Background: an optimization exercise with open tools, aiming at small area, a short achievable clock period and few clock cycles per item. Do not read the settings as production practice. At most, simulation tests tie the RTL to the original design; equivalence was not proved. Only the layout flow was run in run 1; the RTL was not checked for function there. No activity file was given, so power comes from the tool's default toggle rates.

==> design.v <==
`default_nettype none
package wbcc_pkg;
    localparam int SLOTS_DEF   = 16;
    localparam int ID_BITS_DEF = 32;
    localparam int MOD_DIGITS = 4;
    localparam logic [4:0] ACTIVE_RESET = 5'd16;
    localparam logic [2:0] KIND_GET         = 3'd0;
    localparam logic [2:0] KIND_CLAIM       = 3'd1;
    localparam logic [2:0] KIND_DIRTY_ID    = 3'd2;
    localparam logic [2:0] KIND_DIRTY_SLOT  = 3'd3;
    localparam logic [2:0] KIND_FLUSH_ID    = 3'd4;
    localparam logic [2:0] KIND_FLUSH_SLOT  = 3'd5;
    localparam logic [2:0] KIND_FLUSH_ALL   = 3'd6;
    localparam logic [2:0] KIND_UNUSED      = 3'd7;
    localparam logic [1:0] CMD_WRITEBACK = 2'd0;
    localparam logic [1:0] CMD_READ      = 2'd1;
    localparam logic [1:0] CMD_STATUS    = 2'd2;
    typedef struct packed {
        logic [2:0]  kind;
        logic [31:0] block_id;
        logic [3:0]  slot_index;
        logic        writeback_fails;
        logic        read_fails;
    } t_item;
    typedef struct packed {
        logic [1:0]  command;
        logic [3:0]  slot_out;
        logic [31:0] block_out;
        logic        failed;
        logic        hit;
        logic        last;
    } t_result;
    typedef enum logic [2:0] {
        ST_IDLE,
        ST_SEARCH,
        ST_WAIT,
        ST_VICTIM,
        ST_READ,
        ST_STATUS
    } t_state;
endpackage
`default_nettype wire
`default_nettype none
module wbcc_cell
#(
    parameter int ID_BITS = wbcc_pkg::ID_BITS_DEF
) (
    input  wire logic               i_clk,
    input  wire logic               i_rst_n,
    input  wire logic               i_shift,
    input  wire logic [ID_BITS-1:0] i_tag,
    input  wire logic               i_valid,
    input  wire logic               i_dirty,
    output logic      [ID_BITS-1:0] o_tag,
    output logic                    o_valid,
    output logic                    o_dirty
);
    logic [ID_BITS-1:0] r_tag;
    logic               r_valid;
    logic               r_dirty;
    always_ff @(posedge i_clk) begin
        if (!i_rst_n) begin
            r_valid <= 1'b0;
            r_dirty <= 1'b0;
        end else if (i_shift) begin
            r_valid <= i_valid;
            r_dirty <= i_dirty;
        end
    end
    always_ff @(posedge i_clk) begin
        if (i_shift) begin
            r_tag <= i_tag;
        end
    end
    assign o_tag   = r_tag;
    assign o_valid = r_valid;
    assign o_dirty = r_dirty;
endmodule
`default_nettype wire
`default_nettype none
module wbcc_eac #(
    parameter int W = 12
) (
    input  wire logic [W-1:0] i_a,
    input  wire logic [W-1:0] i_b,
    output logic      [W-1:0] o_y
);
    localparam int L = $clog2(W);
    logic [W-1:0] g [L+1];
    logic [W-1:0] p [L+1];
    logic [W-1:0] c;
    logic         co;
    assign g[0] = i_a & i_b;
    assign p[0] = i_a ^ i_b;
    for (genvar l = 0; l < L; l++) begin : g_lvl
        for (genvar i = 0; i < W; i++) begin : g_bit
            if (i >= (1 << l)) begin : g_op
                assign g[l+1][i] = g[l][i] | (p[l][i] & g[l][i-(1<<l)]);
                assign p[l+1][i] = p[l][i] & p[l][i-(1<<l)];
            end else begin : g_pass
                assign g[l+1][i] = g[l][i];
                assign p[l+1][i] = p[l][i];
            end
        end
    end
    assign co   = g[L][W-1];
    assign c[0] = co;
    for (genvar i = 1; i < W; i++) begin : g_c
        assign c[i] = g[L][i-1] | (p[L][i-1] & co);
    end
    assign o_y = p[0] ^ c;
endmodule
module wbcc_modpre (
    input  wire logic [31:0] i_x,
    output logic      [11:0] o_a,
    output logic      [9:0]  o_b
);
    logic [31:0] x;
    assign x = i_x;
    logic [11:0] c0, c1, c2, s12, k12, ka;
    assign c0  = x[11:0];
    assign c1  = x[23:12];
    assign c2  = {4'd0, x[31:24]};
    assign s12 = c0 ^ c1 ^ c2;
    assign ka  = (c0 & c1) | (c0 & c2) | (c1 & c2);
    assign k12 = {ka[10:0], ka[11]};
    wbcc_eac #(.W(12)) u_a (.i_a(s12), .i_b(k12), .o_y(o_a));
    logic [9:0] e0, e1, e2, e3, s1, kb, k1, s10, kc, k10;
    assign e0  = x[9:0];
    assign e1  = x[19:10];
    assign e2  = x[29:20];
    assign e3  = {8'd0, x[31:30]};
    assign s1  = e0 ^ e1 ^ e2;
    assign kb  = (e0 & e1) | (e0 & e2) | (e1 & e2);
    assign k1  = {kb[8:0], kb[9]};
    assign s10 = s1 ^ k1 ^ e3;
    assign kc  = (s1 & k1) | (s1 & e3) | (k1 & e3);
    assign k10 = {kc[8:0], kc[9]};
    wbcc_eac #(.W(10)) u_b (.i_a(s10), .i_b(k10), .o_y(o_b));
endmodule
module wbcc_modfin (
    input  wire logic [11:0] i_a,
    input  wire logic [9:0]  i_b,
    input  wire logic [3:0]  i_lo,
    input  wire logic [4:0]  i_n,
    output logic      [3:0]  o_rem
);
    function automatic logic [3:0] f_m13(input logic [5:0] v);
        logic [5:0] k;
        k = {v};
        f_m13[0] = 1'(64'haaa5552aa9554aaa >> k);
        f_m13[1] = 1'(64'hccc6663331998ccc >> k);
        f_m13[2] = 1'(64'h0f087843c21e10f0 >> k);
        f_m13[3] = 1'(64'hf00f807c03e01f00 >> k);
    endfunction
    function automatic logic [3:0] f_m11(input logic [4:0] v);
        logic [4:0] k;
        k = {v};
        f_m11[0] = 1'(32'haa9552aa >> k);
        f_m11[1] = 1'(32'h332664cc >> k);
        f_m11[2] = 1'(32'h3c0780f0 >> k);
        f_m11[3] = 1'(32'hc0380700 >> k);
    endfunction
    function automatic logic [3:0] f_3(input logic [3:0] u);
        logic [3:0] k;
        k = {u};
        f_3[0] = 1'(16'h2492 >> k);
        f_3[1] = 1'(16'h4924 >> k);
        f_3[2] = 1'(16'h0000 >> k);
        f_3[3] = 1'(16'h0000 >> k);
    endfunction
    function automatic logic [3:0] f_5(input logic [3:0] u);
        logic [3:0] k;
        k = {u};
        f_5[0] = 1'(16'h294a >> k);
        f_5[1] = 1'(16'h318c >> k);
        f_5[2] = 1'(16'h4210 >> k);
        f_5[3] = 1'(16'h0000 >> k);
    endfunction
    function automatic logic [3:0] f_15(input logic [3:0] u);
        logic [3:0] k;
        k = {u};
        f_15[0] = 1'(16'h2aaa >> k);
        f_15[1] = 1'(16'h4ccc >> k);
        f_15[2] = 1'(16'h70f0 >> k);
        f_15[3] = 1'(16'h7f00 >> k);
    endfunction
    function automatic logic [3:0] f_6(input logic [1:0] r, input logic [0:0] lo);
        logic [2:0] k;
        k = {r, lo};
        f_6[0] = 1'(8'haa >> k);
        f_6[1] = 1'(8'h92 >> k);
        f_6[2] = 1'(8'h24 >> k);
        f_6[3] = 1'(8'h00 >> k);
    endfunction
    function automatic logic [3:0] f_10(input logic [2:0] r, input logic [0:0] lo);
        logic [3:0] k;
        k = {r, lo};
        f_10[0] = 1'(16'haaaa >> k);
        f_10[1] = 1'(16'hd0b4 >> k);
        f_10[2] = 1'(16'h9926 >> k);
        f_10[3] = 1'(16'h0240 >> k);
    endfunction
    function automatic logic [3:0] f_12(input logic [1:0] r, input logic [1:0] lo);
        logic [3:0] k;
        k = {r, lo};
        f_12[0] = 1'(16'haaaa >> k);
        f_12[1] = 1'(16'hcccc >> k);
        f_12[2] = 1'(16'h4294 >> k);
        f_12[3] = 1'(16'h2942 >> k);
    endfunction
    function automatic logic [3:0] f_7(input logic [5:0] u);
        logic [5:0] k;
        k = {u};
        f_7[0] = 1'(64'h2a54a952a54a952a >> k);
        f_7[1] = 1'(64'h4c993264c993264c >> k);
        f_7[2] = 1'(64'h70e1c3870e1c3870 >> k);
        f_7[3] = 1'(64'h0000000000000000 >> k);
    endfunction
    function automatic logic [3:0] f_9(input logic [5:0] u);
        logic [5:0] k;
        k = {u};
        f_9[0] = 1'(64'h2a954aa552a954aa >> k);
        f_9[1] = 1'(64'h33198cc6633198cc >> k);
        f_9[2] = 1'(64'h3c1e0f0783c1e0f0 >> k);
        f_9[3] = 1'(64'h4020100804020100 >> k);
    endfunction
    function automatic logic [3:0] f_14(input logic [2:0] r, input logic [0:0] lo);
        logic [3:0] k;
        k = {r, lo};
        f_14[0] = 1'(16'haaaa >> k);
        f_14[1] = 1'(16'h92d2 >> k);
        f_14[2] = 1'(16'hbd02 >> k);
        f_14[3] = 1'(16'h2664 >> k);
    endfunction
    logic [3:0] n0, n1, n2, s4, k4a, k4, u15;
    assign n0  = i_a[3:0];
    assign n1  = i_a[7:4];
    assign n2  = i_a[11:8];
    assign s4  = n0 ^ n1 ^ n2;
    assign k4a = (n0 & n1) | (n0 & n2) | (n1 & n2);
    assign k4  = {k4a[2:0], k4a[3]};
    wbcc_eac #(.W(4)) u_15 (.i_a(s4), .i_b(k4), .o_y(u15));
    logic [5:0] u63;
    wbcc_eac #(.W(6)) u_63 (.i_a(i_a[5:0]), .i_b(i_a[11:6]), .o_y(u63));
    logic [3:0] l13, h13, l11, h11, r11, r13;
    logic [4:0] d13, e13, d11, e11;
    assign l13 = f_m13(i_a[5:0]);
    assign h13 = f_m13(i_a[11:6]);
    assign l11 = f_m11(i_b[4:0]);
    assign h11 = f_m11(i_b[9:5]);
    assign d13 = {1'b0, l13} + {1'b1, ~h13} + 5'd1;
    assign e13 = {1'b0, l13} + {1'b0, ~h13} + 5'd14;
    assign d11 = {1'b0, l11} + {1'b1, ~h11} + 5'd1;
    assign e11 = {1'b0, l11} + {1'b0, ~h11} + 5'd12;
    assign r13 = d13[4] ? e13[3:0] : d13[3:0];
    assign r11 = d11[4] ? e11[3:0] : d11[3:0];
    logic [3:0] r3, r5, r7;
    assign r3 = f_3(u15);
    assign r5 = f_5(u15);
    assign r7 = f_7(u63);
    always_comb begin
        case (i_n)
            5'd2:    o_rem = {3'd0, i_lo[0]};
            5'd3:    o_rem = r3;
            5'd4:    o_rem = {2'd0, i_lo[1:0]};
            5'd5:    o_rem = r5;
            5'd6:    o_rem = f_6(r3[1:0], i_lo[0]);
            5'd7:    o_rem = r7;
            5'd8:    o_rem = {1'b0, i_lo[2:0]};
            5'd9:    o_rem = f_9(u63);
            5'd10:   o_rem = f_10(r5[2:0], i_lo[0]);
            5'd11:   o_rem = r11;
            5'd12:   o_rem = f_12(r3[1:0], i_lo[1:0]);
            5'd13:   o_rem = r13;
            5'd14:   o_rem = f_14(r7[2:0], i_lo[0]);
            5'd15:   o_rem = f_15(u15);
            5'd16:   o_rem = i_lo;
            default: o_rem = 4'd0;
        endcase
    end
endmodule
module wbcc_mod (
    input  wire logic [31:0] i_dividend,
    input  wire logic [4:0]  i_divisor,
    output logic      [3:0]  o_rem
);
    logic [11:0] a;
    logic [9:0]  b;
    wbcc_modpre u_pre (.i_x(i_dividend), .o_a(a), .o_b(b));
    wbcc_modfin u_fin (.i_a(a), .i_b(b), .i_lo(i_dividend[3:0]), .i_n(i_divisor), .o_rem(o_rem));
endmodule
`default_nettype wire
`default_nettype none
module writeback_block_cache_controller_core
#(
    parameter int SLOTS   = wbcc_pkg::SLOTS_DEF,
    parameter int ID_BITS = wbcc_pkg::ID_BITS_DEF
) (
    input  wire logic       i_clk,
    input  wire logic       i_rst_n,
    input  wire logic       start,
    output logic            busy,
    input  wire wbcc_pkg::t_item      i_item,
    output logic            o_res_valid,
    output wbcc_pkg::t_result         o_res,
    input  wire logic       i_cfg_valid,
    output logic            o_cfg_ready,
    input  wire logic [4:0] i_cfg_data
);
    localparam int N = 16;
    logic [31:0] tag [N];
    logic [N-1:0] valid;
    logic [N-1:0] dirty;
    logic [4:0] r_active;
    logic [4:0] nact_in;
    logic [1:0]  q_cnt;
    logic        q_wp, q_rp;
    logic [2:0]  q_kind [2];
    logic [31:0] q_id   [2];
    logic [3:0]  q_slot [2];
    logic        q_wf   [2];
    logic        q_rf   [2];
    logic [4:0]  q_n    [2];
    logic [3:0]  q_vic  [2];
    logic        l_v;
    logic        l_ph;           
    logic [2:0]  l_kind;
    logic [31:0] l_id;
    logic [3:0]  l_slot;
    logic        l_wf, l_rf;
    logic [N-1:0] l_rng;         
    logic [N-1:0] l_eq;
    logic [3:0]  l_vic;
    logic [N-1:0] p_rem;
    logic        p_read;
    logic [3:0]  p_slot;
    logic        p_failed;
    logic        p_hit;
    logic        r_res_v;
    wbcc_pkg::t_result r_res;
    logic l_free, last_now;
    assign o_cfg_ready = 1'b1;
    always_comb begin
        if (r_active == 5'd0)       nact_in = 5'd1;
        else if (r_active > 5'd16)  nact_in = 5'd16;
        else                        nact_in = r_active;
    end
    always_ff @(posedge i_clk) begin
        if (!i_rst_n)         r_active <= wbcc_pkg::ACTIVE_RESET;
        else if (i_cfg_valid) r_active <= i_cfg_data;
    end
    logic         push, pop;
    logic [2:0]   m_kind;
    logic [31:0]  m_id;
    logic [3:0]   m_slot;
    logic         m_wf, m_rf;
    logic [4:0]   m_n;
    logic [3:0]   m_vic;
    logic [N-1:0] m_eq;
    logic         m_eql;
    logic [11:0] in_a, z_a;
    logic [9:0]  in_b, z_b;
    logic [3:0]  z_lo;
    logic [4:0]  z_n;
    logic        z_new;
    logic        z_idx;
    logic [3:0]  z_vic;
    wbcc_modpre u_pre (
        .i_x (i_item.block_id),
        .o_a (in_a),
        .o_b (in_b)
    );
    always_ff @(posedge i_clk) begin
        z_a   <= in_a;
        z_b   <= in_b;
        z_lo  <= i_item.block_id[3:0];
        z_n   <= nact_in;
        z_idx <= q_wp;
    end
    always_ff @(posedge i_clk) begin
        if (!i_rst_n) z_new <= 1'b0;
        else          z_new <= push;
    end
    wbcc_modfin u_fin (
        .i_a   (z_a),
        .i_b   (z_b),
        .i_lo  (z_lo),
        .i_n   (z_n),
        .o_rem (z_vic)
    );
    assign busy = q_cnt[1];
    assign push = start && !q_cnt[1];
    assign pop  = l_free && (q_cnt != 2'd0);
    always_ff @(posedge i_clk) begin
        if (!i_rst_n) begin
            q_cnt <= 2'd0;
            q_wp  <= 1'b0;
            q_rp  <= 1'b0;
        end else begin
            q_cnt <= q_cnt + 2'(push) - 2'(pop);
            if (push) q_wp <= !q_wp;
            if (pop)  q_rp <= !q_rp;
        end
    end
    for (genvar e = 0; e < 2; e++) begin : g_q
        always_ff @(posedge i_clk) begin
            if (z_new && (z_idx == 1'(e))) q_vic[e] <= z_vic;
        end
        always_ff @(posedge i_clk) begin
            if (push && (q_wp == 1'(e))) begin
                q_kind[e] <= i_item.kind;
                q_id[e]   <= i_item.block_id;
                q_slot[e] <= i_item.slot_index;
                q_wf[e]   <= i_item.writeback_fails;
                q_rf[e]   <= i_item.read_fails;
                q_n[e]    <= nact_in;
            end
        end
    end
    assign m_kind = q_kind[q_rp];
    assign m_id   = q_id[q_rp];
    assign m_slot = q_slot[q_rp];
    assign m_wf   = q_wf[q_rp];
    assign m_rf   = q_rf[q_rp];
    assign m_n    = q_n[q_rp];
    assign m_vic  = (z_new && (z_idx == q_rp)) ? z_vic : q_vic[q_rp];
    for (genvar i = 0; i < N; i++) begin : g_cmp
        assign m_eq[i] = (tag[i] == m_id);
    end
    assign m_eql = (l_id == m_id);
    logic [N-1:0] range_m;
    logic [N-1:0] match, first_m;
    logic         hit;
    logic [3:0]   hidx;
    logic [N-1:0] vic_oh, slot_oh;
    logic         vic_vd;
    logic         slot_h;
    logic         slot_d;
    logic         hit_d;
    logic [N-1:0] fa_mask, fa_first;
    logic [N-1:0] rem_first;
    logic [3:0]   fa_idx, rem_idx;
    function automatic logic [N-1:0] first_one(input logic [N-1:0] a);
        logic [N-1:0] o;
        o = a;
        for (int d = 1; d < N; d = d * 2) o = o | (o << d);
        first_one = a & ~(o << 1);
    endfunction
    function automatic logic [3:0] enc(input logic [N-1:0] oh);
        logic [3:0] e;
        e = 4'd0;
        for (int i = 0; i < N; i++) if (oh[i]) e = e | 4'(i);
        enc = e;
    endfunction
    for (genvar i = 0; i < N; i++) begin : g_rng
        assign vic_oh[i]  = (l_vic == 4'(i));
        assign slot_oh[i] = (l_slot == 4'(i));
    end
    assign range_m  = l_rng;
    assign match    = l_eq & valid & range_m;
    assign first_m  = first_one(match);
    assign hit      = |match;
    assign hidx     = enc(first_m);
    assign hit_d    = |(first_m & dirty);
    assign vic_vd   = |(vic_oh & valid & dirty);
    assign slot_h   = |(slot_oh & valid & range_m);
    assign slot_d   = |(slot_oh & dirty);
    assign fa_mask  = valid & dirty & range_m;
    assign fa_first = first_one(fa_mask);
    assign fa_idx   = enc(fa_first);
    assign rem_first = first_one(p_rem);
    assign rem_idx  = enc(rem_first);
    logic [N-1:0] rd_sel;
    logic [31:0]  rd_tag;
    always_comb begin
        rd_tag = '0;
        for (int i = 0; i < N; i++) rd_tag = rd_tag | ({32{rd_sel[i]}} & tag[i]);
    end
    logic [N-1:0] tag_we;
    logic [N-1:0] valid_set, dirty_set, dirty_clr;
    logic         w_v;
    logic [1:0]   w_cmd;
    logic [3:0]   w_slot;
    logic         w_use_tag;
    logic         w_failed, w_hit, w_last;
    logic [N-1:0] n_rem;
    logic         n_read;
    logic [3:0]   n_pslot;
    logic         n_pfailed, n_phit;
    always_comb begin
        tag_we    = '0;
        valid_set = '0;
        dirty_set = '0;
        dirty_clr = '0;
        rd_sel    = '0;
        w_v       = 1'b0;
        w_cmd     = wbcc_pkg::CMD_STATUS;
        w_slot    = 4'd0;
        w_use_tag = 1'b0;
        w_failed  = 1'b0;
        w_hit     = 1'b0;
        w_last    = 1'b0;
        n_rem     = p_rem;
        n_read    = p_read;
        n_pslot   = p_slot;
        n_pfailed = p_failed;
        n_phit    = p_hit;
        if (l_v && !l_ph) begin
            w_v = 1'b1;
            n_rem  = '0;
            n_read = 1'b0;
            case (l_kind)
                wbcc_pkg::KIND_GET, wbcc_pkg::KIND_CLAIM: begin
                    if (hit) begin
                        w_slot = hidx;
                        w_hit  = 1'b1;
                        w_last = 1'b1;
                    end else begin
                        rd_sel    = vic_oh;
                        n_pslot   = l_vic;
                        n_phit    = 1'b0;
                        if (l_kind == wbcc_pkg::KIND_CLAIM) begin
                            tag_we    = vic_oh;
                            valid_set = vic_oh;
                            dirty_set = vic_oh;
                            n_pfailed = 1'b0;
                            if (vic_vd) begin
                                w_cmd     = wbcc_pkg::CMD_WRITEBACK;
                                w_slot    = l_vic;
                                w_use_tag = 1'b1;
                            end else begin
                                w_slot = l_vic;
                                w_last = 1'b1;
                            end
                        end else begin
                            if (vic_vd && l_wf) begin
                                n_pfailed = 1'b1;
                            end else begin
                                n_pfailed = l_rf;
                                dirty_clr = vic_oh;
                                if (!l_rf) begin
                                    tag_we    = vic_oh;
                                    valid_set = vic_oh;
                                end
                            end
                            if (vic_vd) begin
                                w_cmd     = wbcc_pkg::CMD_WRITEBACK;
                                w_slot    = l_vic;
                                w_use_tag = 1'b1;
                                n_read    = !l_wf;
                            end else begin
                                w_cmd  = wbcc_pkg::CMD_READ;
                                w_slot = l_vic;
                            end
                        end
                    end
                end
                wbcc_pkg::KIND_DIRTY_ID: begin
                    dirty_set = first_m;
                    w_slot = hidx;
                    w_hit  = hit;
                    w_last = 1'b1;
                end
                wbcc_pkg::KIND_DIRTY_SLOT: begin
                    if (slot_h) dirty_set = slot_oh;
                    w_slot = l_slot;
                    w_hit  = slot_h;
                    w_last = 1'b1;
                end
                wbcc_pkg::KIND_FLUSH_ID: begin
                    n_pslot   = hidx;
                    n_pfailed = l_wf;
                    n_phit    = 1'b1;
                    if (hit && hit_d) begin
                        w_cmd  = wbcc_pkg::CMD_WRITEBACK;
                        w_slot = hidx;
                        if (!l_wf) dirty_clr = first_m;
                    end else begin
                        w_slot = hidx;
                        w_hit  = hit;
                        w_last = 1'b1;
                    end
                end
                wbcc_pkg::KIND_FLUSH_SLOT: begin
                    rd_sel    = slot_oh;
                    n_pslot   = l_slot;
                    n_pfailed = l_wf;
                    n_phit    = 1'b1;
                    if (slot_h && slot_d) begin
                        w_cmd     = wbcc_pkg::CMD_WRITEBACK;
                        w_slot    = l_slot;
                        w_use_tag = 1'b1;
                        if (!l_wf) dirty_clr = slot_oh;
                    end else begin
                        w_slot = l_slot;
                        w_hit  = slot_h;
                        w_last = 1'b1;
                    end
                end
                wbcc_pkg::KIND_FLUSH_ALL: begin
                    rd_sel    = fa_first;
                    n_phit    = 1'b0;
                    n_pfailed = l_wf;
                    n_pslot   = l_wf ? fa_idx : 4'd0;
                    if (|fa_mask) begin
                        w_cmd     = wbcc_pkg::CMD_WRITEBACK;
                        w_slot    = fa_idx;
                        w_use_tag = 1'b1;
                        if (!l_wf) begin
                            dirty_clr = fa_mask;
                            n_rem     = fa_mask & ~fa_first;
                        end
                    end else begin
                        w_last = 1'b1;
                    end
                end
                default: begin
                    w_last = 1'b1;
                end
            endcase
        end else if (l_v) begin
            w_v = 1'b1;
            if (|p_rem) begin
                rd_sel    = rem_first;
                n_rem     = p_rem & ~rem_first;
                w_cmd     = wbcc_pkg::CMD_WRITEBACK;
                w_slot    = rem_idx;
                w_use_tag = 1'b1;
            end else if (p_read) begin
                n_read = 1'b0;
                w_cmd  = wbcc_pkg::CMD_READ;
                w_slot = p_slot;
            end else begin
                w_slot   = p_slot;
                w_failed = p_failed;
                w_hit    = p_hit;
                w_last   = 1'b1;
            end
        end
    end
    assign last_now = w_last;
    assign l_free   = !l_v || last_now;
    always_ff @(posedge i_clk) begin
        if (!i_rst_n) begin
            l_v  <= 1'b0;
            l_ph <= 1'b0;
        end else if (l_free) begin
            l_v  <= (q_cnt != 2'd0);
            l_ph <= 1'b0;
        end else begin
            l_ph <= 1'b1;
        end
    end
    always_ff @(posedge i_clk) begin
        l_kind <= m_kind;
        l_slot <= m_slot;
        l_wf   <= m_wf;
        l_rf   <= m_rf;
        for (int i = 0; i < N; i++) l_rng[i] <= (5'(i) < m_n);
        l_vic  <= m_vic;
        for (int i = 0; i < N; i++) l_eq[i] <= tag_we[i] ? m_eql : m_eq[i];
    end
    always_ff @(posedge i_clk) begin
        if (l_free) l_id <= m_id;
    end
    always_ff @(posedge i_clk) begin
        p_rem    <= n_rem;
        p_read   <= n_read;
        p_slot   <= n_pslot;
        p_failed <= n_pfailed;
        p_hit    <= n_phit;
    end
    always_ff @(posedge i_clk) begin
        if (!i_rst_n) begin
            valid <= '0;
            dirty <= '0;
        end else begin
            valid <= valid | valid_set;
            dirty <= (dirty & ~dirty_clr) | dirty_set;
        end
    end
    for (genvar i = 0; i < N; i++) begin : g_tag
        always_ff @(posedge i_clk) begin
            if (tag_we[i]) tag[i] <= l_id;
        end
    end
    always_ff @(posedge i_clk) begin
        if (!i_rst_n) r_res_v <= 1'b0;
        else          r_res_v <= w_v;
    end
    always_ff @(posedge i_clk) begin
        r_res.command   <= w_cmd;
        r_res.slot_out  <= w_slot;
        r_res.block_out <= w_use_tag ? rd_tag : l_id;
        r_res.failed    <= w_failed;
        r_res.hit       <= w_hit;
        r_res.last      <= w_last;
    end
    assign o_res_valid = r_res_v;
    assign o_res       = r_res;
endmodule
`default_nettype wire
`default_nettype none
module wbcc_top (
    input  wire        clk,
    input  wire        rst_n,
    input  wire        start,
    output wire        busy,
    input  wire [2:0]  item_kind,
    input  wire [31:0] item_block_id,
    input  wire [3:0]  item_slot,
    input  wire        item_wb_fail,
    input  wire        item_rd_fail,
    output wire        res_valid,
    output wire [1:0]  res_command,
    output wire [3:0]  res_slot,
    output wire [31:0] res_block,
    output wire        res_failed,
    output wire        res_hit,
    output wire        res_last,
    input  wire        cfg_valid,
    output wire        cfg_ready,
    input  wire [4:0]  cfg_data
);
    wbcc_pkg::t_item   item;
    wbcc_pkg::t_result res;
    assign item.kind            = item_kind;
    assign item.block_id        = item_block_id;
    assign item.slot_index      = item_slot;
    assign item.writeback_fails = item_wb_fail;
    assign item.read_fails      = item_rd_fail;
    writeback_block_cache_controller_core u_core (
        .i_clk       (clk),
        .i_rst_n     (rst_n),
        .start       (start),
        .busy        (busy),
        .i_item      (item),
        .o_res_valid (res_valid),
        .o_res       (res),
        .i_cfg_valid (cfg_valid),
        .o_cfg_ready (cfg_ready),
        .i_cfg_data  (cfg_data)
    );
    assign res_command = res.command;
    assign res_slot    = res.slot_out;
    assign res_block   = res.block_out;
    assign res_failed  = res.failed;
    assign res_hit     = res.hit;
    assign res_last    = res.last;
endmodule
`default_nettype wire
==> run.sh <==
#!/bin/bash
# synth_recipe.tcl (not shown) runs the flow's synth.tcl, then flattens the netlist and writes it again
# the make line also repeats each setting of config.mk as NAME=value (left out here)
make -C /OpenROAD-flow-scripts/flow DESIGN_CONFIG=/design/flow/config.mk WORK_HOME=/design/flow/orfs CLKGATE_MAP_FILE= SYNTH_SCRIPT=/design/flow/synth_recipe.tcl finish
==> config.mk <==
export PLATFORM = sky130hd
export DESIGN_NAME = wbcc_top
export DESIGN_NICKNAME = wbcc_top
export VERILOG_FILES = /design/flow/design.v
export SDC_FILE = /design/flow/constraint.sdc
export NUM_CORES = 4
export LEC_CHECK = 0
export CAP_MARGIN = 20
export CORE_MARGIN = 2
export CORE_UTILIZATION = 60
export CTS_BUF_LIST = sky130_fd_sc_hd__clkbuf_16
export CTS_CLUSTER_DIAMETER = 100
export CTS_CLUSTER_SIZE = 25
export SETUP_SLACK_MARGIN = 2.5
export SLEW_MARGIN = 20
==> constraint.sdc <==
create_clock -name core_clock -period 6.5 [get_ports {clk}]
set_input_delay 1.3000 -clock core_clock [delete_from_list [all_inputs] [get_ports {clk}]]
set_output_delay 1.3000 -clock core_clock [all_outputs]
set_load 0.01 [all_outputs]
==> results.txt, run 1 <==
complex-gate fraction of the synthesized area=0.138; clock transition at the registers of the reported paths=0.10 ns; hold crit path type=reg -> reg; first drt pass iteration count=10; Total GRT Usage=0.479; Post-CTS Hold Fix Bufs=0; global-route wire length before repair=255 mm; Layout area overhead=14.1%; chip width=around 270 um; Routed Antenna Nets=0; CP Capture Type=register; final period utilization=0.742; initial drt markers=9447; proportion of synthesized area in mux cells=0.0175; share of post-route cells with drive strength above 1=0.140; Yosys warnings=22; Mapped Cells=3838; M1 WL=62.6 mm; cell family with most CP delay=adder cells; Slew headroom=0.0594; #FFs+latches synth=829; Hold Crit Start=u_core.q_wp; CTS tree=built; Worst EP arrival=approximately 5.4 ns; CTS Sinks=just over 800; Cell Area, Placed=between 0.04 and 0.05 mm^2; Clock Tree Buf Depth=3; Final Max Slew Viols=0; CP Cell Sequence=fa_1 > ha_4 > a21o_1 > a21o_1 > a21o_1 > fa_2 > xnor2_4 > inv_4 > ha_4 > inv_2 > mux4_2 > buf_6 > ha_4 > inv_2 > nor3_2 > nand2_1 > o211ai_1 > a211o_1 > a2111oi_4 > a22o_1 > nand3_2; Setup CP Type=reg -> reg; DR WL/cell=37.3 um; VDD IR max=0.898 mV; Yosys cell types=92; Synth Area in Simple Gates=0.122; vias in the first global route=35.3k; share of synthesized registers carrying an async set or reset=0; I/O Buffers=between 90 and 100; Setup crit start kind=register; Starting Density=0.608; Peak Freq=0.207 GHz; post-synthesis sequential area ratio=0.532; CP max stage delay=0.58 ns; H-tree lvl count=2; # rows=98; Adder-Cell Fraction of Synth Area=0.0434; CP max-delay cell=fa_1; Routed WL=about 180 mm; PD cells=543 mW/mm^2; pin count of the biggest net entering global routing=between 40 and 50; Vias/cell=7.68; Ports=94; fillers=between 5k and 6k; fin area=0.0499 mm^2; worst r2r src=u_core.z_a[1]; DR DRC count=0; worst setup path start=u_core.z_a[1]; core area=0.0719 mm^2; actual slew at the worst max-slew pin=1.40 ns; setup TNS=0 ns; final setup vio count=0; highest metal used=met5; TritonCTS Buffers=41; Clock Root Buffer=clkbuf_16; status=no timing/DRC/antenna violations; syn_area_per_cell=11.4 um^2; Worst-Skew Late Latency=0.67 ns; CP required=roughly 7 ns; global route overflow=0; multi-input logic area=0.0208 mm^2; Met2 Routed Length=74.6 mm; Tmin final=4.83 ns; Met3 Routed Length=33.9 mm; Post-Synth XOR/XNOR Area=0.117; RSZ-0062 raised after global routing=yes; clk_skew=0.0549 ns; max-cap viol count=0; mapped cell area=roughly 0.044 mm^2; layout net count=4148; gpl congestion=between 1 and 1.5; Sequential Area=0.0233 mm^2; Critical Path Fanout Max=4; Leakage Power=16.4 nW; Post-synth EDFFs=666; top_reg_cell synth=edfxtp_1; hpwl dp=approximately 130 mm; Buf+Inv Stages, Crit Path=4; Fin. Hold Viols=0; die area=~0.075 mm^2; Post-Syn Nets=4020; Die H=274 um; routed vias=38.0k; main combinational cell family by area after synthesis=compound AO/OA/AOI/OAI gates; initial antenna violation count=20
-- layout by cell type (no fill, tap or decap), drive strengths merged, types with 19 or more instances in the layout --
master           n
a22oi          142
fa              33
nor3            59
nand2          219
o22ai           24
o31ai           30
o211ai          27
a21o            31
a21oi          140
a222oi          91
nor2           195
clkbuf          51
a211oi          49
nand2b          19
and3            42
and2            20
nand3          137
nor4           154
edfxtp         666
xor2            21
ha              99
xnor2          564
a31oi           19
dfxtp          163
o21ai          124
clkdlybuf4s50   65
mux2i           55
o21a            26
inv            130
nand4           86
buf            228
nor2b           25
-- registers in the layout, indices dropped and copies added, names as in the netlist, 5 cells and up --
name and cells:
u_core.l_rng 16, u_core.z_n 5, u_core.p_rem 15, u_core.tag 512, u_core.z_a 12, u_core.q_slot 8, u_core.valid 16, u_core.q_vic 8
u_core.dirty 16, u_core.r_res 41, u_core.q_kind 6, u_core.l_id 32, u_core.l_eq 16, u_core.z_b 10, u_core.q_n 10, u_core.q_id 64
u_core.r_active 5
-- what timing repair did --
action                                  in CTS  in global routing
gates resized for setup                    134                123
endpoints found under the setup margin     656                386
pin swaps                                   53                 50
setup buffers                               94                 24
gates cloned                                 4                  0
-- through the flow --
| stage | total power, W | util | setup slack (ns) | hold WS, ns | cells |
|---|---|---|---|---|---|
| after detailed placement | 0.0207 | 0.650 | 0.847 | 0.404 | 4750 |
| after global routing | 0.0280 | 0.694 | 1.52 | 0.475 | 4948 |
| final | 0.0271 | 0.694 | 1.67 | 0.451 | 4950 |
| after global placement | 0.0201 | 0.650 | 1.05 | 0.397 | 4749 |
| after floorplan | 0.0164 | - | 1.54 | 0.366 | 3838 |
| after CTS | 0.0251 | 0.685 | 1.63 | 0.433 | 4921 |
-- cell usage after synthesis, types with 48 or more instances --
| master | count | share of area |
|---|---|---|
| clkbuf_1 | 170 | 0.015 |
| nor3_1 | 59 | 0.0068 |
| nand3_1 | 137 | 0.016 |
| mux2i_1 | 55 | 0.013 |
| nand2_1 | 219 | 0.019 |
| a211oi_1 | 48 | 0.0082 |
| ha_1 | 99 | 0.028 |
| nor2_1 | 192 | 0.016 |
| dfxtp_1 | 163 | 0.075 |
| buf_1 | 57 | 0.0049 |
| edfxtp_1 | 666 | 0.46 |
| a22oi_1 | 142 | 0.024 |
| inv_1 | 105 | 0.0090 |
| nand4_1 | 85 | 0.012 |
| xnor2_1 | 564 | 0.11 |
| nor4_1 | 153 | 0.022 |
| a222oi_1 | 91 | 0.021 |
| a21oi_1 | 140 | 0.016 |
| o21ai_0 | 101 | 0.012 |
-- layout make-up --
type                    instances  share of cell area
inverters                     108             0.00835
clock buffers                  42              0.0211
well taps                     950              0.0238
clock inverters                31             0.00416
repair buffers                317              0.0570
flip-flops and latches        829               0.468
multi-input cells            2669               0.418
diodes                          4            0.000201
-- cells by family (layout without fill, tap and decap cells) --
logic type	after synthesis	in the layout
AND/OR/NAND/NOR	1030	1033
adder cells (fa/ha/maj)	132	132
AO/OA/AOI/OAI	844	845
XOR/XNOR	585	585
other	1	5
buffers and inverters	344	498
flip-flops	829	829
multiplexers	73	73
-- layer usage --
metal	track usage	vias up
met5	0.0379	-
met4	0.236	34
met3	0.246	933
met2	0.674	3961
met1	0.605	18300
li1	-	14800
-- final timing paths --
path | endpoint | slack [ns] | cells past startpoint
max | u_core.l_vic[1] | 1.67 | 21
min | u_core.z_idx | 0.45 | 0
min reg2reg | u_core.z_idx | 0.45 | 0
max reg2reg | u_core.l_vic[1] | 1.67 | 21
-- where the power goes --
group	switching (W)	internal, W
Sequential	0.00101	0.00676
Clock	0.00183	0.00122
Combinational	0.00984	0.00644
Total	0.0127	0.0144
==> inputs of run 2 (changes only) <==
--- a/design.v
+++ b/design.v
@@ -115,3 +115,5 @@
     output logic      [11:0] o_a,
-    output logic      [9:0]  o_b
+    output logic      [9:0]  o_b,
+    output logic      [3:0]  o_u15,
+    output logic      [5:0]  o_u63
 );
@@ -139,2 +141,41 @@
     wbcc_eac #(.W(10)) u_b (.i_a(s10), .i_b(k10), .o_y(o_b));
+    logic [3:0] d [8];
+    for (genvar i = 0; i < 8; i++) begin : g_nib
+        assign d[i] = x[4*i +: 4];
+    end
+    logic [3:0] f1s, f1k, f2s, f2k, f3s, f3k, f4s, f4k, f5s, f5k, f6s, f6k;
+    function automatic logic [3:0] rot4(input logic [3:0] v);
+        rot4 = {v[2:0], v[3]};
+    endfunction
+    assign f1s = d[0] ^ d[1] ^ d[2];
+    assign f1k = rot4((d[0] & d[1]) | (d[0] & d[2]) | (d[1] & d[2]));
+    assign f2s = d[3] ^ d[4] ^ d[5];
+    assign f2k = rot4((d[3] & d[4]) | (d[3] & d[5]) | (d[4] & d[5]));
+    assign f3s = d[6] ^ d[7] ^ f1s;
+    assign f3k = rot4((d[6] & d[7]) | (d[6] & f1s) | (d[7] & f1s));
+    assign f4s = f1k ^ f2s ^ f2k;
+    assign f4k = rot4((f1k & f2s) | (f1k & f2k) | (f2s & f2k));
+    assign f5s = f3s ^ f3k ^ f4s;
+    assign f5k = rot4((f3s & f3k) | (f3s & f4s) | (f3k & f4s));
+    assign f6s = f5s ^ f5k ^ f4k;
+    assign f6k = rot4((f5s & f5k) | (f5s & f4k) | (f5k & f4k));
+    wbcc_eac #(.W(4)) u_15 (.i_a(f6s), .i_b(f6k), .o_y(o_u15));
+    logic [5:0] g [6];
+    for (genvar i = 0; i < 5; i++) begin : g_dig
+        assign g[i] = x[6*i +: 6];
+    end
+    assign g[5] = {4'd0, x[31:30]};
+    logic [5:0] h1s, h1k, h2s, h2k, h3s, h3k, h4s, h4k;
+    function automatic logic [5:0] rot6(input logic [5:0] v);
+        rot6 = {v[4:0], v[5]};
+    endfunction
+    assign h1s = g[0] ^ g[1] ^ g[2];
+    assign h1k = rot6((g[0] & g[1]) | (g[0] & g[2]) | (g[1] & g[2]));
+    assign h2s = g[3] ^ g[4] ^ g[5];
+    assign h2k = rot6((g[3] & g[4]) | (g[3] & g[5]) | (g[4] & g[5]));
+    assign h3s = h1s ^ h1k ^ h2s;
+    assign h3k = rot6((h1s & h1k) | (h1s & h2s) | (h1k & h2s));
+    assign h4s = h3s ^ h3k ^ h2k;
+    assign h4k = rot6((h3s & h3k) | (h3s & h2k) | (h3k & h2k));
+    wbcc_eac #(.W(6)) u_63 (.i_a(h4s), .i_b(h4k), .o_y(o_u63));
 endmodule
@@ -143,2 +184,4 @@
     input  wire logic [9:0]  i_b,
+    input  wire logic [3:0]  i_u15,
+    input  wire logic [5:0]  i_u63,
     input  wire logic [3:0]  i_lo,
@@ -235,12 +278,6 @@
     endfunction
-    logic [3:0] n0, n1, n2, s4, k4a, k4, u15;
-    assign n0  = i_a[3:0];
-    assign n1  = i_a[7:4];
-    assign n2  = i_a[11:8];
-    assign s4  = n0 ^ n1 ^ n2;
-    assign k4a = (n0 & n1) | (n0 & n2) | (n1 & n2);
-    assign k4  = {k4a[2:0], k4a[3]};
-    wbcc_eac #(.W(4)) u_15 (.i_a(s4), .i_b(k4), .o_y(u15));
+    logic [3:0] u15;
     logic [5:0] u63;
-    wbcc_eac #(.W(6)) u_63 (.i_a(i_a[5:0]), .i_b(i_a[11:6]), .o_y(u63));
+    assign u15 = i_u15;
+    assign u63 = i_u63;
     logic [3:0] l13, h13, l11, h11, r11, r13;
@@ -289,4 +326,7 @@
     logic [9:0]  b;
-    wbcc_modpre u_pre (.i_x(i_dividend), .o_a(a), .o_b(b));
-    wbcc_modfin u_fin (.i_a(a), .i_b(b), .i_lo(i_dividend[3:0]), .i_n(i_divisor), .o_rem(o_rem));
+    logic [3:0]  u15;
+    logic [5:0]  u63;
+    wbcc_modpre u_pre (.i_x(i_dividend), .o_a(a), .o_b(b), .o_u15(u15), .o_u63(u63));
+    wbcc_modfin u_fin (.i_a(a), .i_b(b), .i_u15(u15), .i_u63(u63), .i_lo(i_dividend[3:0]),
+                       .i_n(i_divisor), .o_rem(o_rem));
 endmodule
@@ -363,2 +403,4 @@
     logic [9:0]  in_b, z_b;
+    logic [3:0]  in_u15, z_u15;
+    logic [5:0]  in_u63, z_u63;
     logic [3:0]  z_lo;
@@ -371,3 +413,5 @@
         .o_a (in_a),
-        .o_b (in_b)
+        .o_b (in_b),
+        .o_u15 (in_u15),
+        .o_u63 (in_u63)
     );
@@ -376,2 +420,4 @@
         z_b   <= in_b;
+        z_u15 <= in_u15;
+        z_u63 <= in_u63;
         z_lo  <= i_item.block_id[3:0];
@@ -387,2 +433,4 @@
         .i_b   (z_b),
+        .i_u15 (z_u15),
+        .i_u63 (z_u63),
         .i_lo  (z_lo),
--- a/config.mk
+++ b/config.mk
@@ -9,3 +9,3 @@
 export CORE_MARGIN = 2
-export CORE_UTILIZATION = 60
+export CORE_UTILIZATION = 50
 export CTS_BUF_LIST = sky130_fd_sc_hd__clkbuf_16
==> run 2 against run 1 <==
Compared with the run above: still clean on timing, DRC and antenna; count of clock-buffer cells in the layout up 1; setup slack better by 0.39 ns; clock skew down 0.0023 ns; utilization down 12 points; maximum frequency up 8.8%; global-route usage down 12 points; via count down 7.1%; register-to-register slack better by 0.70 ns; clock power up 3%; area after synthesis up 3.5%; critical endpoint is now u_core.z_u63[5].
==> results.txt, run 2 <==
Clock Tree Buf Depth=3; CP required=about 7 ns; layout net count=~4.3k; I/O Buffers=roughly 90; Post-synth top cells=edfxtp_1 (666), xor2_1 (565), nor2_1 (205), nand4_1 (179), nand2_1 (176); Peak Freq=around 0.23 GHz; status=no timing/DRC/antenna violations; Final Max Slew Viols=0; final setup vio count=0; Post-Syn Nets=4117; global route overflow=0; Setup CP Type=in -> reg; PD cells=401 mW/mm^2; Routed WL=175 mm; Worst R2R End=u_core.r_res[14]; post-synthesis sequential area ratio=0.518; r2r worst-path depth=11; Mapped Cells=3892; largest cells by area after synthesis=edfxtp_1 (44%), xor2_1 (11%), dfxtp_1 (7.7%); CP max stage delay=0.55 ns; WHS Endpoint=u_core.z_idx; met1 GRT Util=0.506; hold path cells=0; Yosys cell types=96; core area=0.0899 mm^2; Hold Crit Start=u_core.q_wp; hold crit path type=reg -> reg; first drt pass iteration count=7; final period utilization=0.682; fillers=7670; Tmin final=around 4.4 ns; chip width=305 um; met3 usage=0.0931; setup TNS=0 ns; worst setup margin=roughly 2.1 ns; mapped cell area=0.0453 mm^2; Worst EP arrival=4.95 ns; Layout area overhead=13.6%; share of the synthesized area in the top cell type=0.442; CTS tree=built; pin count of the biggest net entering global routing=51; DR WL/cell=33.2 um; H-tree lvl count=2; max-cap viol count=0; Clock Root Buffer=clkbuf_16; fin area=roughly 0.051 mm^2; syn_area_per_cell=11.6 um^2; Post-synth EDFFs=666; vias in the first global route=32.8k; global-route wire length before repair=243 mm; GRT Max-Usage Layer=met2; top_reg_cell synth=edfxtp_1; Critical Path Fanout Max=3; Routed Antenna Nets=0; max reg flops=512; Ports=94; Final Non-Filler Cells=roughly 5.3k; most common library cell in the layout ignoring fill and taps=edfxtp_1; Sequential Area=0.0235 mm^2; Post-Place Cells=5095; Regs by FF count=u_core.tag x512, u_core.q_id x64, u_core.r_res x41; gpl congestion=1.02; Vias/cell=6.71; clock transition at the registers of the reported paths=0.09 ns; CP max-delay cell=fa_1; Setup crit start kind=input port; crit-path most repeated cell=a21o_1; die area=0.0930 mm^2; Slew headroom=0.217; Total GRT Usage=0.364; CP Capture Type=register; share of post-route cells with drive strength above 1=0.147; CTS Sinks=839; Die H=305 um; Yosys warnings=25; share of synthesized registers carrying an async set or reset=0; initial drt markers=5526; CP Cell Sequence=buf_6 > buf_6 > fa_1 > inv_2 > fa_1 > inv_2 > fa_1 > ha_4 > a21o_1 > a21o_1 > a21o_1 > a21o_1 > a21o_1 > a22o_1 > nor4_2 > nor3_2 > xor2_1; Largest Register=u_core.tag; met2 GRT Util=0.544; initial antenna violation count=5; DR DRC count=0; VDD IR max=0.329 mV; Worst-Skew Late Latency=0.66 ns; Fin. Hold Viols=0; hpwl dp=123 mm; Tot Pwr=0.0206 W; diode count=0; worst r2r src=u_core.dirty[5]; RSZ-0062 raised after global routing=yes; most frequent cells in the layout=edfxtp_1 (666), xor2_1 (564), buf_4 (223); Starting Density=0.504; R2R Setup Slk=roughly 2.4 ns; multi-input logic area=0.0217 mm^2; Cell Area, Placed=0.0485 mm^2; clk_skew=0.0526 ns; routed vias=35.3k; most frequent cell after synthesis=edfxtp_1; Post-CTS Hold Fix Bufs=0; #FFs+latches synth=around 840; pre-CTS WS=0.793 ns; TritonCTS Buffers=42; actual slew at the worst max-slew pin=1.17 ns; Leakage Power=18.3 nW; Synth area leader=edfxtp_1; # rows=110
==> run 2: cell count changes after synthesis, sizes merged, moves of 45 or more <==
cell / before / now
xor2: 21 / 565
a22oi: 142 / 67
a221oi: 13 / 58
inv: 105 / 163
a22o: 8 / 82
xnor2: 564 / 20
nor4: 154 / 63
nand4: 86 / 181
clkbuf: 171 / 109
==> run 2: report_power, final <==
part           internal [W]  leakage (nW)  switching, W  total [W]
sequential          0.00676          7.51      0.000812    0.00757
clock               0.00128         0.673       0.00186    0.00315
combinational       0.00369          10.1       0.00621    0.00990
total                0.0117          18.3       0.00888     0.0206
==> run 2: worst max path at each step <==
stage / from / to / slack, ns / cells past startpoint
after floorplan: item_block_id[19] / u_core.z_u63[5] / 1.77 / 15
after global placement: item_block_id[1] / u_core.z_u15[1] / 0.85 / 13
after detailed placement: item_block_id[0] / u_core.z_u63[5] / 0.79 / 16
after CTS: item_block_id[9] / u_core.z_u15[1] / 2.05 / 14
after global routing: item_block_id[31] / u_core.z_u63[5] / 1.96 / 17
final: item_block_id[31] / u_core.z_u63[5] / 2.06 / 17
==> run 2: cell type report <==
type,instances,share of cell area
Multi-Input combinational cell,2689,0.423
Sequential cell,839,0.458
Inverter,165,0.0123
Tap cell,1176,0.0286
Timing Repair Buffer,327,0.0540
Clock buffer,43,0.0209
Clock inverter,24,0.00401
==> run 2: what timing repair did <==
| action | 4_1_cts | 5_1_grt |
|---|---|---|
| endpoints found under the setup margin | 155 | 306 |
| resized for setup | 205 | 152 |
| pin swaps | 65 | 77 |
| setup buffers | 56 | 40 |
| cloned | 4 | 1 |
==> run 2: worst max-delay path: cells and delay by family <==
kind	cells	cell delay (ns)
XOR/XNOR	1	0.14
adder cells (fa/ha/maj)	4	1.85
buffers and inverters	4	0.30
AO/OA/AOI/OAI	6	1.00
AND/OR/NAND/NOR	2	0.33
==> run 2: logic make-up after synthesis <==
logic type,count (synthesis),synth area share
other,1,0.0000828
DFF,839,0.518
and+or+nand+nor,1021,0.121
xor gates and xnor gates,585,0.113
adders and majority gates,175,0.0605
AOI/OAI and AO/OA,803,0.129
buffers and inverters,369,0.0341
muxes,99,0.0242
==> run 2: metrics by stage <==
stage	utilization	hold WS, ns
final	0.572	0.412
after global routing	0.572	0.419
after CTS	0.564	0.414
after detailed placement	0.539	0.399
after global placement	0.539	0.400
after floorplan	-	0.366
==> run 2: routing by layer <==
metal  part of all wire  vias up
met5            0.00023        -
met4              0.048        6
met3               0.12      380
met2               0.43     2270
met1               0.40    17600
li1                   -    15000
Testbench counts of run 2, summed over its fixed seeds: cycles 7,484, items 5,120.
==> inputs of run 3 (changes only) <==
--- a/design.v
+++ b/design.v
@@ -114,6 +114,5 @@
     input  wire logic [31:0] i_x,
-    output logic      [11:0] o_a,
-    output logic      [9:0]  o_b,
-    output logic      [3:0]  o_u15,
-    output logic      [5:0]  o_u63
+    output logic      [5:0]  o_u63,
+    output logic      [6:0]  o_t65,
+    output logic      [5:0]  o_t33
 );
@@ -121,43 +120,11 @@
     assign x = i_x;
-    logic [11:0] c0, c1, c2, s12, k12, ka;
-    assign c0  = x[11:0];
-    assign c1  = x[23:12];
-    assign c2  = {4'd0, x[31:24]};
-    assign s12 = c0 ^ c1 ^ c2;
-    assign ka  = (c0 & c1) | (c0 & c2) | (c1 & c2);
-    assign k12 = {ka[10:0], ka[11]};
-    wbcc_eac #(.W(12)) u_a (.i_a(s12), .i_b(k12), .o_y(o_a));
-    logic [9:0] e0, e1, e2, e3, s1, kb, k1, s10, kc, k10;
-    assign e0  = x[9:0];
-    assign e1  = x[19:10];
-    assign e2  = x[29:20];
-    assign e3  = {8'd0, x[31:30]};
-    assign s1  = e0 ^ e1 ^ e2;
-    assign kb  = (e0 & e1) | (e0 & e2) | (e1 & e2);
-    assign k1  = {kb[8:0], kb[9]};
-    assign s10 = s1 ^ k1 ^ e3;
-    assign kc  = (s1 & k1) | (s1 & e3) | (k1 & e3);
-    assign k10 = {kc[8:0], kc[9]};
-    wbcc_eac #(.W(10)) u_b (.i_a(s10), .i_b(k10), .o_y(o_b));
-    logic [3:0] d [8];
-    for (genvar i = 0; i < 8; i++) begin : g_nib
-        assign d[i] = x[4*i +: 4];
-    end
-    logic [3:0] f1s, f1k, f2s, f2k, f3s, f3k, f4s, f4k, f5s, f5k, f6s, f6k;
-    function automatic logic [3:0] rot4(input logic [3:0] v);
-        rot4 = {v[2:0], v[3]};
-    endfunction
-    assign f1s = d[0] ^ d[1] ^ d[2];
-    assign f1k = rot4((d[0] & d[1]) | (d[0] & d[2]) | (d[1] & d[2]));
-    assign f2s = d[3] ^ d[4] ^ d[5];
-    assign f2k = rot4((d[3] & d[4]) | (d[3] & d[5]) | (d[4] & d[5]));
-    assign f3s = d[6] ^ d[7] ^ f1s;
-    assign f3k = rot4((d[6] & d[7]) | (d[6] & f1s) | (d[7] & f1s));
-    assign f4s = f1k ^ f2s ^ f2k;
-    assign f4k = rot4((f1k & f2s) | (f1k & f2k) | (f2s & f2k));
-    assign f5s = f3s ^ f3k ^ f4s;
-    assign f5k = rot4((f3s & f3k) | (f3s & f4s) | (f3k & f4s));
-    assign f6s = f5s ^ f5k ^ f4k;
-    assign f6k = rot4((f5s & f5k) | (f5s & f4k) | (f5k & f4k));
-    wbcc_eac #(.W(4)) u_15 (.i_a(f6s), .i_b(f6k), .o_y(o_u15));
+    function automatic logic [5:0] rot6(input logic [5:0] v);
+        rot6 = {v[4:0], v[5]};
+    endfunction
+    function automatic logic [5:0] nrot6(input logic [5:0] v);
+        nrot6 = {v[4:0], ~v[5]};
+    endfunction
+    function automatic logic [4:0] nrot5(input logic [4:0] v);
+        nrot5 = {v[3:0], ~v[4]};
+    endfunction
     logic [5:0] g [6];
@@ -168,5 +135,2 @@
     logic [5:0] h1s, h1k, h2s, h2k, h3s, h3k, h4s, h4k;
-    function automatic logic [5:0] rot6(input logic [5:0] v);
-        rot6 = {v[4:0], v[5]};
-    endfunction
     assign h1s = g[0] ^ g[1] ^ g[2];
@@ -180,8 +144,38 @@
     wbcc_eac #(.W(6)) u_63 (.i_a(h4s), .i_b(h4k), .o_y(o_u63));
+    logic [5:0] n1, n3, n5;
+    assign n1 = ~g[1];
+    assign n3 = ~g[3];
+    assign n5 = ~g[5];
+    logic [5:0] m1s, m1k, m2s, m2k, m3s, m3k, m4s, m4k;
+    assign m1s = g[0] ^ n1 ^ g[2];
+    assign m1k = nrot6((g[0] & n1) | (g[0] & g[2]) | (n1 & g[2]));
+    assign m2s = n3 ^ g[4] ^ n5;
+    assign m2k = nrot6((n3 & g[4]) | (n3 & n5) | (g[4] & n5));
+    assign m3s = m1s ^ m1k ^ m2s;
+    assign m3k = nrot6((m1s & m1k) | (m1s & m2s) | (m1k & m2s));
+    assign m4s = m3s ^ m3k ^ m2k;
+    assign m4k = nrot6((m3s & m3k) | (m3s & m2k) | (m3k & m2k));
+    assign o_t65 = 7'(m4s) + 7'(m4k);
+    logic [4:0] e [7];
+    for (genvar i = 0; i < 6; i++) begin : g_fiv
+        assign e[i] = (i % 2 == 1) ? ~x[5*i +: 5] : x[5*i +: 5];
+    end
+    assign e[6] = {3'd0, x[31:30]};
+    logic [4:0] q1s, q1k, q2s, q2k, q3s, q3k, q4s, q4k, q5s, q5k;
+    assign q1s = e[0] ^ e[1] ^ e[2];
+    assign q1k = nrot5((e[0] & e[1]) | (e[0] & e[2]) | (e[1] & e[2]));
+    assign q2s = e[3] ^ e[4] ^ e[5];
+    assign q2k = nrot5((e[3] & e[4]) | (e[3] & e[5]) | (e[4] & e[5]));
+    assign q3s = e[6] ^ q1s ^ q1k;
+    assign q3k = nrot5((e[6] & q1s) | (e[6] & q1k) | (q1s & q1k));
+    assign q4s = q2s ^ q2k ^ q3s;
+    assign q4k = nrot5((q2s & q2k) | (q2s & q3s) | (q2k & q3s));
+    assign q5s = q4s ^ q4k ^ q3k;
+    assign q5k = nrot5((q4s & q4k) | (q4s & q3k) | (q4k & q3k));
+    assign o_t33 = 6'(q5s) + 6'(q5k);
 endmodule
 module wbcc_modfin (
-    input  wire logic [11:0] i_a,
-    input  wire logic [9:0]  i_b,
-    input  wire logic [3:0]  i_u15,
     input  wire logic [5:0]  i_u63,
+    input  wire logic [6:0]  i_t65,
+    input  wire logic [5:0]  i_t33,
     input  wire logic [3:0]  i_lo,
@@ -190,41 +184,41 @@
 );
-    function automatic logic [3:0] f_m13(input logic [5:0] v);
-        logic [5:0] k;
-        k = {v};
-        f_m13[0] = 1'(64'haaa5552aa9554aaa >> k);
-        f_m13[1] = 1'(64'hccc6663331998ccc >> k);
-        f_m13[2] = 1'(64'h0f087843c21e10f0 >> k);
-        f_m13[3] = 1'(64'hf00f807c03e01f00 >> k);
+    function automatic logic [3:0] f_13(input logic [6:0] t);
+        logic [6:0] k;
+        k = {t};
+        f_13[0] = 1'(128'h5552aa9554aaa5552aa9554aaa5552aa >> k);
+        f_13[1] = 1'(128'h6663331998ccc6663331998ccc666333 >> k);
+        f_13[2] = 1'(128'h87843c21e10f087843c21e10f087843c >> k);
+        f_13[3] = 1'(128'hf807c03e01f00f807c03e01f00f807c0 >> k);
     endfunction
-    function automatic logic [3:0] f_m11(input logic [4:0] v);
-        logic [4:0] k;
-        k = {v};
-        f_m11[0] = 1'(32'haa9552aa >> k);
-        f_m11[1] = 1'(32'h332664cc >> k);
-        f_m11[2] = 1'(32'h3c0780f0 >> k);
-        f_m11[3] = 1'(32'hc0380700 >> k);
-    endfunction
-    function automatic logic [3:0] f_3(input logic [3:0] u);
-        logic [3:0] k;
-        k = {u};
-        f_3[0] = 1'(16'h2492 >> k);
-        f_3[1] = 1'(16'h4924 >> k);
-        f_3[2] = 1'(16'h0000 >> k);
-        f_3[3] = 1'(16'h0000 >> k);
+    function automatic logic [3:0] f_11(input logic [5:0] t);
+        logic [5:0] k;
+        k = {t};
+        f_11[0] = 1'(64'haa9552aa554aa955 >> k);
+        f_11[1] = 1'(64'h332664cc99933266 >> k);
+        f_11[2] = 1'(64'h3c0780f01e03c078 >> k);
+        f_11[3] = 1'(64'hc0380700e01c0380 >> k);
     endfunction
-    function automatic logic [3:0] f_5(input logic [3:0] u);
-        logic [3:0] k;
+    function automatic logic [3:0] f_3(input logic [5:0] u);
+        logic [5:0] k;
         k = {u};
-        f_5[0] = 1'(16'h294a >> k);
-        f_5[1] = 1'(16'h318c >> k);
-        f_5[2] = 1'(16'h4210 >> k);
-        f_5[3] = 1'(16'h0000 >> k);
+        f_3[0] = 1'(64'h2492492492492492 >> k);
+        f_3[1] = 1'(64'h4924924924924924 >> k);
+        f_3[2] = 1'(64'h0000000000000000 >> k);
+        f_3[3] = 1'(64'h0000000000000000 >> k);
+    endfunction
+    function automatic logic [3:0] f_5(input logic [6:0] t);
+        logic [6:0] k;
+        k = {t};
+        f_5[0] = 1'(128'h5294a5294a5294a5294a5294a5294a52 >> k);
+        f_5[1] = 1'(128'h6318c6318c6318c6318c6318c6318c63 >> k);
+        f_5[2] = 1'(128'h84210842108421084210842108421084 >> k);
+        f_5[3] = 1'(128'h00000000000000000000000000000000 >> k);
     endfunction
-    function automatic logic [3:0] f_15(input logic [3:0] u);
-        logic [3:0] k;
-        k = {u};
-        f_15[0] = 1'(16'h2aaa >> k);
-        f_15[1] = 1'(16'h4ccc >> k);
-        f_15[2] = 1'(16'h70f0 >> k);
-        f_15[3] = 1'(16'h7f00 >> k);
+    function automatic logic [3:0] f_15(input logic [1:0] r, input logic [2:0] q);
+        logic [4:0] k;
+        k = {r, q};
+        f_15[0] = 1'(32'h1863ce18 >> k);
+        f_15[1] = 1'(32'h4ad6a54a >> k);
+        f_15[2] = 1'(32'hc6319cc6 >> k);
+        f_15[3] = 1'(32'h945a2994 >> k);
     endfunction
@@ -278,21 +272,10 @@
     endfunction
-    logic [3:0] u15;
     logic [5:0] u63;
-    assign u15 = i_u15;
     assign u63 = i_u63;
-    logic [3:0] l13, h13, l11, h11, r11, r13;
-    logic [4:0] d13, e13, d11, e11;
-    assign l13 = f_m13(i_a[5:0]);
-    assign h13 = f_m13(i_a[11:6]);
-    assign l11 = f_m11(i_b[4:0]);
-    assign h11 = f_m11(i_b[9:5]);
-    assign d13 = {1'b0, l13} + {1'b1, ~h13} + 5'd1;
-    assign e13 = {1'b0, l13} + {1'b0, ~h13} + 5'd14;
-    assign d11 = {1'b0, l11} + {1'b1, ~h11} + 5'd1;
-    assign e11 = {1'b0, l11} + {1'b0, ~h11} + 5'd12;
-    assign r13 = d13[4] ? e13[3:0] : d13[3:0];
-    assign r11 = d11[4] ? e11[3:0] : d11[3:0];
+    logic [3:0] r11, r13;
+    assign r13 = f_13(i_t65);
+    assign r11 = f_11(i_t33);
     logic [3:0] r3, r5, r7;
-    assign r3 = f_3(u15);
-    assign r5 = f_5(u15);
+    assign r3 = f_3(u63);
+    assign r5 = f_5(i_t65);
     assign r7 = f_7(u63);
@@ -313,3 +296,3 @@
             5'd14:   o_rem = f_14(r7[2:0], i_lo[0]);
-            5'd15:   o_rem = f_15(u15);
+            5'd15:   o_rem = f_15(r3[1:0], r5[2:0]);
             5'd16:   o_rem = i_lo;
@@ -324,9 +307,8 @@
 );
-    logic [11:0] a;
-    logic [9:0]  b;
-    logic [3:0]  u15;
-    logic [5:0]  u63;
-    wbcc_modpre u_pre (.i_x(i_dividend), .o_a(a), .o_b(b), .o_u15(u15), .o_u63(u63));
-    wbcc_modfin u_fin (.i_a(a), .i_b(b), .i_u15(u15), .i_u63(u63), .i_lo(i_dividend[3:0]),
-                       .i_n(i_divisor), .o_rem(o_rem));
+    logic [5:0] u63;
+    logic [6:0] t65;
+    logic [5:0] t33;
+    wbcc_modpre u_pre (.i_x(i_dividend), .o_u63(u63), .o_t65(t65), .o_t33(t33));
+    wbcc_modfin u_fin (.i_u63(u63), .i_t65(t65), .i_t33(t33),
+                       .i_lo(i_dividend[3:0]), .i_n(i_divisor), .o_rem(o_rem));
 endmodule
@@ -401,6 +383,5 @@
     logic         m_eql;
-    logic [11:0] in_a, z_a;
-    logic [9:0]  in_b, z_b;
-    logic [3:0]  in_u15, z_u15;
     logic [5:0]  in_u63, z_u63;
+    logic [6:0]  in_t65, z_t65;
+    logic [5:0]  in_t33, z_t33;
     logic [3:0]  z_lo;
@@ -411,13 +392,11 @@
     wbcc_modpre u_pre (
-        .i_x (i_item.block_id),
-        .o_a (in_a),
-        .o_b (in_b),
-        .o_u15 (in_u15),
-        .o_u63 (in_u63)
+        .i_x   (i_item.block_id),
+        .o_u63 (in_u63),
+        .o_t65 (in_t65),
+        .o_t33 (in_t33)
     );
     always_ff @(posedge i_clk) begin
-        z_a   <= in_a;
-        z_b   <= in_b;
-        z_u15 <= in_u15;
         z_u63 <= in_u63;
+        z_t65 <= in_t65;
+        z_t33 <= in_t33;
         z_lo  <= i_item.block_id[3:0];
@@ -431,6 +410,5 @@
     wbcc_modfin u_fin (
-        .i_a   (z_a),
-        .i_b   (z_b),
-        .i_u15 (z_u15),
         .i_u63 (z_u63),
+        .i_t65 (z_t65),
+        .i_t33 (z_t33),
         .i_lo  (z_lo),
--- a/config.mk
+++ b/config.mk
@@ -9,7 +9,7 @@
 export CORE_MARGIN = 2
-export CORE_UTILIZATION = 50
+export CORE_UTILIZATION = 45
 export CTS_BUF_LIST = sky130_fd_sc_hd__clkbuf_16
-export CTS_CLUSTER_DIAMETER = 100
-export CTS_CLUSTER_SIZE = 25
-export SETUP_SLACK_MARGIN = 2.5
+export CTS_CLUSTER_DIAMETER = 90
+export CTS_CLUSTER_SIZE = 22
+export SETUP_SLACK_MARGIN = 3.5
 export SLEW_MARGIN = 20
==> run 3 against run 2 <==
Compared with the run above: via count rose by 13%; highest routed layer unchanged; register-to-register slack improved by 0.23 ns; global-route usage rose by 2.3 points; area after synthesis fell by 0.27%; final area rose by 13%; still clean.
==> results.txt, run 3 <==
status=no timing/DRC/antenna violations; CTS Sinks=826; I/O Buffers=92; CP Capture Type=register; Largest Register=u_core.tag; Final Max Slew Viols=0; CP required=7.09 ns; DR WL/cell=37.2 um; RSZ-0062 raised after global routing=yes; hold slack=about 0.41 ns; Fin. Hold Viols=0; Starting Density=0.453; Internal Power=around 0.013 W; most frequent cell after synthesis=edfxtp_1; VDD IR max=0.326 mV; most common library cell in the layout ignoring fill and taps=edfxtp_1; sequential power share=0.355; Setup CP Type=in -> reg; clock transition at the registers of the reported paths=0.09 ns; Yosys warnings=16; mapped cell area=0.0451 mm^2; Synth area leader=edfxtp_1; initial drt markers=8342; Slew headroom=0.114; clk_skew=0.0646 ns; Worst-Skew Late Latency=between 0.7 and 0.8 ns; Routed WL=between 200 and 250 mm; hold crit path type=reg -> reg; Peak Freq=0.243 GHz; share of synthesized registers carrying an async set or reset=0; Critical Path Fanout Max=4; #FFs+latches synth=826; vias in the first global route=35.6k; most frequent cells in the layout=edfxtp_1 (666), xnor2_1 (471), buf_4 (316); global-route wire length before repair=around 280 mm; H-tree lvl count=2; layout net count=4574; CTS tree=built; combinational power share=0.496; max reg flops=512; post-synthesis sequential area ratio=0.514; top_reg_cell synth=edfxtp_1; R2R Setup Slk=2.60 ns; Mapped Cells=3943; chip width=321 um; final setup vio count=0; Layout area overhead=28.7%; Regs by FF count=u_core.tag x512, u_core.q_id x64, u_core.r_res x41; Clock Root Buffer=clkbuf_16; max-cap viol count=0; routed vias=around 40k; Setup crit start kind=input port; core area=0.0997 mm^2; Worst EP arrival=4.71 ns; final period utilization=0.634; sw power=0.00964 W; PD cells=382 mW/mm^2; Routed Antenna Nets=0; pin count of the biggest net entering global routing=47; Ports=94; Yosys cell types=101; Post-Syn Nets=4121; Clk pwr share=0.149; gpl congestion=roughly 1.1; Tot Pwr=0.0222 W; Tmin final=around 4.1 ns; setup TNS=0 ns; first drt pass iteration count=10; die area=just over 0.1 mm^2; Clock Tree Buf Depth=3; largest cells by area after synthesis=edfxtp_1 (44%), xnor2_1 (9.3%), dfxtp_1 (7.1%); # rows=116; Die H=321 um; Total GRT Usage=0.387; sw frac=0.434; hpwl dp=133 mm; Post-synth EDFFs=approximately 670; Leakage Power=19.8 nW; fin area=0.0581 mm^2; DR DRC count=0; share of the synthesized area in the top cell type=0.443; share of post-route cells with drive strength above 1=0.274; syn_area_per_cell=11.4 um^2; TritonCTS Buffers=46; actual slew at the worst max-slew pin=1.32 ns; initial antenna violation count=14; Cell Area, Placed=0.0485 mm^2; global route overflow=0; Post-synth top cells=edfxtp_1 (666), xnor2_1 (477), nand2_1 (216), inv_1 (195), dfxtp_1 (160); Vias/cell=6.96
run 3: cell count changes in the layout (fill, tap and decap cells not counted), moves of 40 or more:
cell / delta
a22oi_1: +40
buf_12: +105
ha_1: -40
nand4_1: -62
nor4_1: +42
nand3_1: -42
buf_6: +86
dfxtp_1: -52
a22o_1: -45
xnor2_1: +451
xor2_1: -481
nor2_1: -61
buf_4: +93
run 3: final timing paths:
check	endpoint	depth (start not counted)	startpoint
max	u_core.z_u63[3]	16	item_block_id[18]
min	u_core.z_idx	0	u_core.q_wp
min reg2reg	u_core.z_idx	0	u_core.q_wp
max reg2reg	u_core.q_vic[0][2]	8	u_core.z_u63[2]
run 3: what timing repair did:
| action | CTS | global route |
|---|---|---|
| hold endpoints to repair | 0 | 0 |
| setup endpoints to repair | 675 | 546 |
| hold buffers | 0 | 0 |
| pin swaps | 149 | 148 |
| gates cloned | 14 | 27 |
| setup buffers | 282 | 142 |
| resized for setup | 607 | 286 |
run 3: power groups by stage:
stage	Clock [W]	Combinational (W)	Sequential, W
after floorplan	0	0.00608	0.00741
after global placement	0	0.00873	0.00799
after detailed placement	0	0.00871	0.00800
after CTS	0.00328	0.0101	0.00784
after global routing	0.00346	0.0115	0.00795
final	0.00330	0.0110	0.00789
run 3: final cells by class:
type                    count  area (um^2)
well taps                1298         1620
diodes                      8         20.0
repair buffers            661         7700
flip-flops and latches    826        23300
clock inverters            38          272
clock buffers              46         1150
multi-input cells        2662        23200
fillers                  8077        41600
inverters                 199          790
run 3: routing by layer:
| metal | global-route usage | vias up | share of wire |
|---|---|---|---|
| met1 | 0.504 | 19500 | 0.35 |
| met3 | 0.162 | 962 | 0.17 |
| li1 | - | 15800 | - |
| met5 | 0.0104 | - | 0.0014 |
| met2 | 0.536 | 3696 | 0.40 |
| met4 | 0.222 | 20 | 0.082 |
run 3: kinds of logic (layout without fill, tap and decap cells):
logic type                 count (synthesis)  count (layout)  synth area share
xor gates and xnor gates                 572             572             0.111
muxes                                    103             103            0.0261
buffers and inverters                    458             944            0.0417
AOI/OAI and AO/OA                        802             805             0.134
adders and majority gates                128             128            0.0463
and+or+nand+nor                         1053            1053             0.127
other                                      1               9         0.0000831
DFF                                      826             826             0.514
run 3: metrics by stage:
stage / util / std cells / worst slack, ns
after global placement: 0.486 / 5181 / 0.883
after CTS: 0.551 / 5561 / 2.34
final: 0.583 / 5738 / 2.38
after global routing: 0.582 / 5732 / 2.28
after detailed placement: 0.486 / 5181 / 0.868
after floorplan: - / 3943 / 1.87
run 3: worst max-delay path: stages:
cell	delay [ns]
buf_8	0.10
fa_2	0.61
inv_2	0.04
fa_2	0.52
inv_2	0.04
fa_2	0.45
ha_4	0.17
a21o_1	0.18
a21o_1	0.15
a21o_1	0.18
a21o_1	0.18
a21o_1	0.20
and3_4	0.19
o21a_1	0.18
nor2_2	0.09
xnor2_1	0.11
Testbench counts of run 3, summed over its fixed seeds: cycles 7,484, items 5,120.

separate check: timing with driven ports:
Ports are ideal in the flow. The routed layouts listed here were re-timed in OpenROAD.
Step 1: set_driving_cell puts a clkbuf_16 on clk and a buf_2 on each other input, an assumption about the parent block.
Step 2 moves the port delays by t, midway between the first and last clock arrival at a register: inputs arrive t later, outputs are due t later. That takes back most of the time a late clock gives input paths.
Slacks: ideal ports / drivers / drivers and shift; pairs: ideal ports / drivers.
run	t, ns	setup WS [ns]	worst slew at a driven data input, ns
run 1	0.716	1.674 / 1.674 / 1.674	0.11
run 2	0.703	2.064 / 2.099 / 1.397	0.07
run 3	0.757	2.382 / 2.406 / 1.649	0.06
After both steps setup and hold are still met in every run listed. The setup slack of run 3, which loses most, moves by +0.024 ns with the drivers and by -0.733 ns with both steps.
